Background: an optimization exercise with open tools, aiming at small area, a short achievable clock period and few clock cycles per item. Do not read the settings as production practice. Only simulation tests tie the RTL to the original design; equivalence was not proved. Power figures rest on the tool's default switching activity, not on a simulated workload.

build 23:
==> flow/design.v <==
package lz77_pkg;
  localparam int DATA_WD = 8;
  localparam int WIN_SIZE = 16;
  localparam int DST_WD = 5;
  localparam int LEN_MAX = 8;
  localparam int LEN_MIN = 3;
  localparam int LEN_WD = 4;
  localparam int BLK_LEN_WD = 8;
  localparam logic [1:0] ST_IDLE = 2'd0;   
  localparam logic [1:0] ST_UPT  = 2'd1;   
  localparam logic [1:0] ST_SCH  = 2'd2;   
endpackage
`timescale 1ns/1ns
import lz77_pkg::*;
module lz77_window (
  input  logic                  clk,
  input  logic                  rstn,
  input  logic                  start_i,
  input  logic [BLK_LEN_WD-1:0] cfg_len_i,
  input  logic [DATA_WD-1:0]    rd_dat_i,
  output logic                  rd_val_o,
  output logic [WIN_SIZE-1:0]   eq_o,
  output logic                  nv_o,
  output logic [DATA_WD-1:0]    lit_o
);
  logic                             rd_val_r;
  logic                             rd_out_r;
  logic [BLK_LEN_WD-1:0]            rem_r;
  logic [DST_WD-1:0]                cnt_r;
  logic [WIN_SIZE-1:0][DATA_WD-1:0] hist_r;
  logic [WIN_SIZE-1:0]              vld_w;
  logic [WIN_SIZE-1:0]              eq_w;
  logic [WIN_SIZE-1:0]              eq_r;
  logic                             nv_r;
  always_ff @(posedge clk or negedge rstn) begin
    if (!rstn) begin
      rd_val_r <= 1'b0;
    end else begin
      rd_val_r <= start_i || (rd_val_r && rem_r > BLK_LEN_WD'(1));
    end
  end
  always_ff @(posedge clk or negedge rstn) begin
    if (!rstn) begin
      rd_out_r <= 1'b0;
    end else begin
      rd_out_r <= start_i || (rd_out_r && rem_r != BLK_LEN_WD'(1));
    end
  end
  always_ff @(posedge clk) begin
    rem_r <= start_i ? cfg_len_i : rem_r - 1'b1;
  end
  always_ff @(posedge clk) begin
    if (start_i || (rd_val_r && rem_r == BLK_LEN_WD'(1))) begin
      cnt_r <= '0;
    end else if (rd_val_r && !cnt_r[DST_WD-1]) begin
      cnt_r <= cnt_r + 1'b1;
    end
  end
  always_ff @(posedge clk) begin
    hist_r <= {hist_r[WIN_SIZE-2:0], rd_dat_i};
  end
  always_comb begin
    for (int i = 0; i < WIN_SIZE; i++) begin
      vld_w[i] = (cnt_r > DST_WD'(i));
      eq_w[i]  = vld_w[i] && (rd_dat_i == hist_r[i]);
    end
  end
  always_ff @(posedge clk) begin
    eq_r <= eq_w;
  end
  always_ff @(posedge clk or negedge rstn) begin
    if (!rstn) begin
      nv_r <= 1'b0;
    end else begin
      nv_r <= rd_val_r;
    end
  end
  assign rd_val_o = rd_out_r;
  assign eq_o     = eq_r;
  assign nv_o     = nv_r;
  assign lit_o    = hist_r[2];
endmodule
`timescale 1ns/1ns
import lz77_pkg::*;
module lz77_match_search (
  input  logic                clk,
  input  logic                rstn,
  input  logic [WIN_SIZE-1:0] eq_i,
  input  logic                nv_i,
  output logic                tok_lit_o,
  output logic                tok_mat_o,
  output logic                tok_lst_o,
  output logic [LEN_WD-1:0]   mat_len_o,
  output logic [DST_WD-1:0]   mat_dst_o
);
  logic [LEN_WD-1:0]   step_r;
  logic [WIN_SIZE-1:0] p1_r;
  logic [WIN_SIZE-1:0] p2_r;
  logic                near_r;
  logic                nv1_r;
  logic                st2_w;
  logic                stm_w;
  logic [WIN_SIZE-1:0] next_w;
  logic [WIN_SIZE-1:0] ext_w;
  logic [WIN_SIZE-1:0] pair_w;
  logic                any_w;
  logic                lst_w;
  logic                take_w;
  logic [DST_WD-1:0]   prio_dst_w;
  assign st2_w = (step_r == LEN_WD'(2));
  assign stm_w = (step_r >= LEN_WD'(LEN_MIN));
  always_comb begin
    for (int i = 0; i < WIN_SIZE; i++) begin
      next_w[i] = (step_r + LEN_WD'(1) == LEN_WD'(i + 1)) && (i < LEN_MAX);
    end
  end
  assign ext_w  = p2_r & eq_i;
  assign pair_w = p1_r & eq_i & {{(WIN_SIZE-2){1'b1}}, 2'b00};
  assign any_w  = (|ext_w) && !step_r[LEN_WD-1];
  always_comb begin
    prio_dst_w = '0;
    for (int i = WIN_SIZE - 1; i >= 0; i--) begin
      if (p2_r[i]) begin
        prio_dst_w = DST_WD'(i + 1);
      end
    end
    if (near_r) begin
      prio_dst_w = DST_WD'(step_r);
    end
  end
  assign tok_lit_o = st2_w && !any_w;
  assign tok_mat_o = stm_w && !any_w;
  assign lst_w     = st2_w ? !nv1_r : !nv_i;
  assign tok_lst_o = lst_w;
  assign mat_len_o = step_r;
  assign mat_dst_o = prio_dst_w;
  always_ff @(posedge clk or negedge rstn) begin
    if (!rstn) begin
      step_r <= '0;
    end else begin
      case (step_r)
        LEN_WD'(0): if (nv_i) step_r <= LEN_WD'(1);
        LEN_WD'(1): step_r <= LEN_WD'(2);
        LEN_WD'(2): if (any_w) step_r <= LEN_WD'(3);
                    else if (lst_w) step_r <= LEN_WD'(0);
        default:    if (any_w) step_r <= step_r + 1'b1;
                    else step_r <= lst_w ? LEN_WD'(0) : LEN_WD'(1);
      endcase
    end
  end
  assign take_w = stm_w || (st2_w && any_w);
  always_ff @(posedge clk) begin
    nv1_r  <= nv_i;
    p1_r   <= eq_i;
    p2_r   <= eq_i & (take_w ? (p2_r & ~next_w) : (p1_r & {{(WIN_SIZE-2){1'b1}}, 2'b00}));
    near_r <= |(ext_w & next_w);
  end
endmodule
`timescale 1ns/1ns
import lz77_pkg::*;
module lz77_token_out (
  input  logic                  clk,
  input  logic                  rstn,
  input  logic                  tok_lit_i,
  input  logic                  tok_mat_i,
  input  logic                  tok_lst_i,
  input  logic [DATA_WD-1:0]    lit_i,
  input  logic [LEN_WD-1:0]     mat_len_i,
  input  logic [DST_WD-1:0]     mat_dst_i,
  output logic                  val_o,
  output logic                  flg_lit_o,
  output logic [DATA_WD-1:0]    dat_lit_o,
  output logic [LEN_WD-1:0]     dat_len_o,
  output logic [DST_WD-1:0]     dat_dst_o,
  output logic                  flg_lst_o,
  output logic                  done_o
);
  logic               val_r;
  logic               lit_r;
  logic [DATA_WD-1:0] dat_r;
  logic [LEN_WD-1:0]  len_r;
  logic [DST_WD-1:0]  dst_r;
  logic               lst_r;
  logic               done_r;
  logic               tok_w;
  assign tok_w = tok_lit_i || tok_mat_i;
  always_ff @(posedge clk or negedge rstn) begin
    if (!rstn) begin
      val_r  <= 1'b0;
      lit_r  <= 1'b0;
      dat_r  <= '0;
      len_r  <= '0;
      dst_r  <= '0;
      lst_r  <= 1'b0;
      done_r <= 1'b0;
    end else begin
      val_r  <= tok_w;
      lit_r  <= tok_lit_i;
      dat_r  <= tok_lit_i ? lit_i : '0;
      len_r  <= tok_lit_i ? LEN_WD'(1) : (tok_mat_i ? mat_len_i : '0);
      dst_r  <= tok_mat_i ? mat_dst_i : '0;
      lst_r  <= tok_w && tok_lst_i;
      done_r <= lst_r;
    end
  end
  assign val_o     = val_r;
  assign flg_lit_o = lit_r;
  assign dat_lit_o = dat_r;
  assign dat_len_o = len_r;
  assign dat_dst_o = dst_r;
  assign flg_lst_o = lst_r;
  assign done_o    = done_r;
endmodule
`timescale 1ns/1ns
import lz77_pkg::*;
module lz77_top (
  input  logic                  clk,
  input  logic                  rstn,
  input  logic                  start_i,
  input  logic [BLK_LEN_WD-1:0] cfg_len_i,
  input  logic [DATA_WD-1:0]    rd_dat_i,
  output logic                  rd_val_o,
  output logic                  val_o,
  output logic                  flg_lit_o,
  output logic [DATA_WD-1:0]    dat_lit_o,
  output logic [LEN_WD-1:0]     dat_len_o,
  output logic [DST_WD-1:0]     dat_dst_o,
  output logic                  flg_lst_o,
  output logic                  done_o
);
  logic [WIN_SIZE-1:0] eq;
  logic                nv;
  logic [DATA_WD-1:0]  lit;
  logic                tok_lit;
  logic                tok_mat;
  logic                tok_lst;
  logic [LEN_WD-1:0]   mat_len;
  logic [DST_WD-1:0]   mat_dst;
  lz77_window u_window (
    .clk       (clk),
    .rstn      (rstn),
    .start_i   (start_i),
    .cfg_len_i (cfg_len_i),
    .rd_dat_i  (rd_dat_i),
    .rd_val_o  (rd_val_o),
    .eq_o      (eq),
    .nv_o      (nv),
    .lit_o     (lit)
  );
  lz77_match_search u_match_search (
    .clk       (clk),
    .rstn      (rstn),
    .eq_i      (eq),
    .nv_i      (nv),
    .tok_lit_o (tok_lit),
    .tok_mat_o (tok_mat),
    .tok_lst_o (tok_lst),
    .mat_len_o (mat_len),
    .mat_dst_o (mat_dst)
  );
  lz77_token_out u_token_out (
    .clk       (clk),
    .rstn      (rstn),
    .tok_lit_i (tok_lit),
    .tok_mat_i (tok_mat),
    .tok_lst_i (tok_lst),
    .lit_i     (lit),
    .mat_len_i (mat_len),
    .mat_dst_i (mat_dst),
    .val_o     (val_o),
    .flg_lit_o (flg_lit_o),
    .dat_lit_o (dat_lit_o),
    .dat_len_o (dat_len_o),
    .dat_dst_o (dat_dst_o),
    .flg_lst_o (flg_lst_o),
    .done_o    (done_o)
  );
endmodule
Settings: LEC_CHECK=0, CAP_MARGIN=20, CORE_MARGIN=2, CORE_UTILIZATION=40, CTS_BUF_LIST=sky130_fd_sc_hd__clkbuf_16, CTS_CLUSTER_DIAMETER=80, CTS_CLUSTER_SIZE=30, PLACE_DENSITY=0.8, SETUP_SLACK_MARGIN=5, SLEW_MARGIN=20; clock period 8.0 ns.
standard.sh (not shown) runs the stock make flow with config.mk's settings and CLKGATE_MAP_FILE= SYNTH_SCRIPT=/design/flow/synth_recipe.tcl, a recipe that flattens the netlist after the stock synthesis.
==> flow/flow/run.sh <==
#!/bin/bash
# The standard layout with a tighter timing-repair target and small port buffers;
# the clock period and constraints are the design's. ORFS keeps each step's log under orfs/logs.
set -euo pipefail
bash standard.sh SETUP_SLACK_MARGIN=5.46 "BUFFER_PORTS_ARGS=-buffer_cell sky130_fd_sc_hd__buf_2" finish > standard.log 2>&1
Testbench counts of build 23, summed over its fixed seeds: cycles 41,294, bytes 39,715.
Edits applied to the flow inputs when going from build 23 to build 58:
- PLACE_DENSITY now 0.75, was 0.8
- CORE_UTILIZATION now 60, was 40
==> notes.md <==
Build 58: no failed stages, no open violations at the end
Against build 23, build 58 reports a part of the power in combinational logic that is higher.
Comparing build 23 against build 58, there is no change at all in number of antenna cells inserted.
Worst vdd rail ir drop ended up about 30% higher on build 58 than on build 23.
Diff build 23..build 58 | sequential cell count | unchanged
Build 58 vs build 23, destination of the critical timing path: dat_lit_o[4] vs rd_val_o
Looking at layout overhead on the synthesized area, build 58 sits 0.43 points below build 23.
Reported for build 23 and build 58, pin count of the biggest net entering global routing turned out identical to the last digit.
Higher number of tapcells goes to build 23 over build 58.
Changes observed in build 58 relative to build 23: cell area after layout now smaller, power share of the clock group shrank by 0.2 points.
Cmp build 23 and build 58 / share of post-route cells with drive strength above 1 / lower: build 23
The inputs of build 51 differ from those of build 58 as listed below.
- PLACE_DENSITY: 0.75 -> unset
- CORE_UTILIZATION: 60 -> 40
==> comparison <==
- Cmp build 58 and build 51 / final-layout non-clock buffer area share / lower: build 51
- The utilization of the core after routing reported for build 51 is smaller than that of build 58 by 23 points.
- Min global-route wire length before repair across build 58 and build 51: build 58
- Per the comparison of build 51 with build 58, placer's final routability congestion estimate dropped 4.4%, clock share of power climbed 0.3 points, multi-input gate share of total cell area dropped 0.19 points, layout overhead on the synthesized area climbed 0.65 points, final period utilization climbed 0.16 points.

==> separate check: timing with driven ports <==
No port has a modelled driver above. Below, the same layouts with a new extraction and two added sets of constraints. Step 1 assumes that a clkbuf_16 drives the clock port and a buf_2 every other input. Step 2 moves the port delays by t, midway between the first and last clock arrival at a register: inputs arrive t later, outputs are due t later. That takes back most of the time a late clock gives input paths. a / b / c = no drivers / after step 1 / after step 2; a / b = the first two.
run	t (ns)	setup WS [ns]	latest minus earliest clock arrival (ns)	worst register clock-pin slew, ns	worst slew at a driven data input, ns
build 23	0.504	5.397 / 5.353 / 5.140	0.025 / 0.025	0.12 / 0.12	0.03
build 58	0.490	5.421 / 5.381 / 5.115	0.023 / 0.023	0.11 / 0.11	0.04
build 51	0.493	5.409 / 5.367 / 5.115	0.018 / 0.018	0.11 / 0.11	0.03
After both steps setup and hold are still met in every run listed. The setup slack of build 58, which loses most, moves by -0.040 ns with the drivers and by -0.306 ns with both steps.
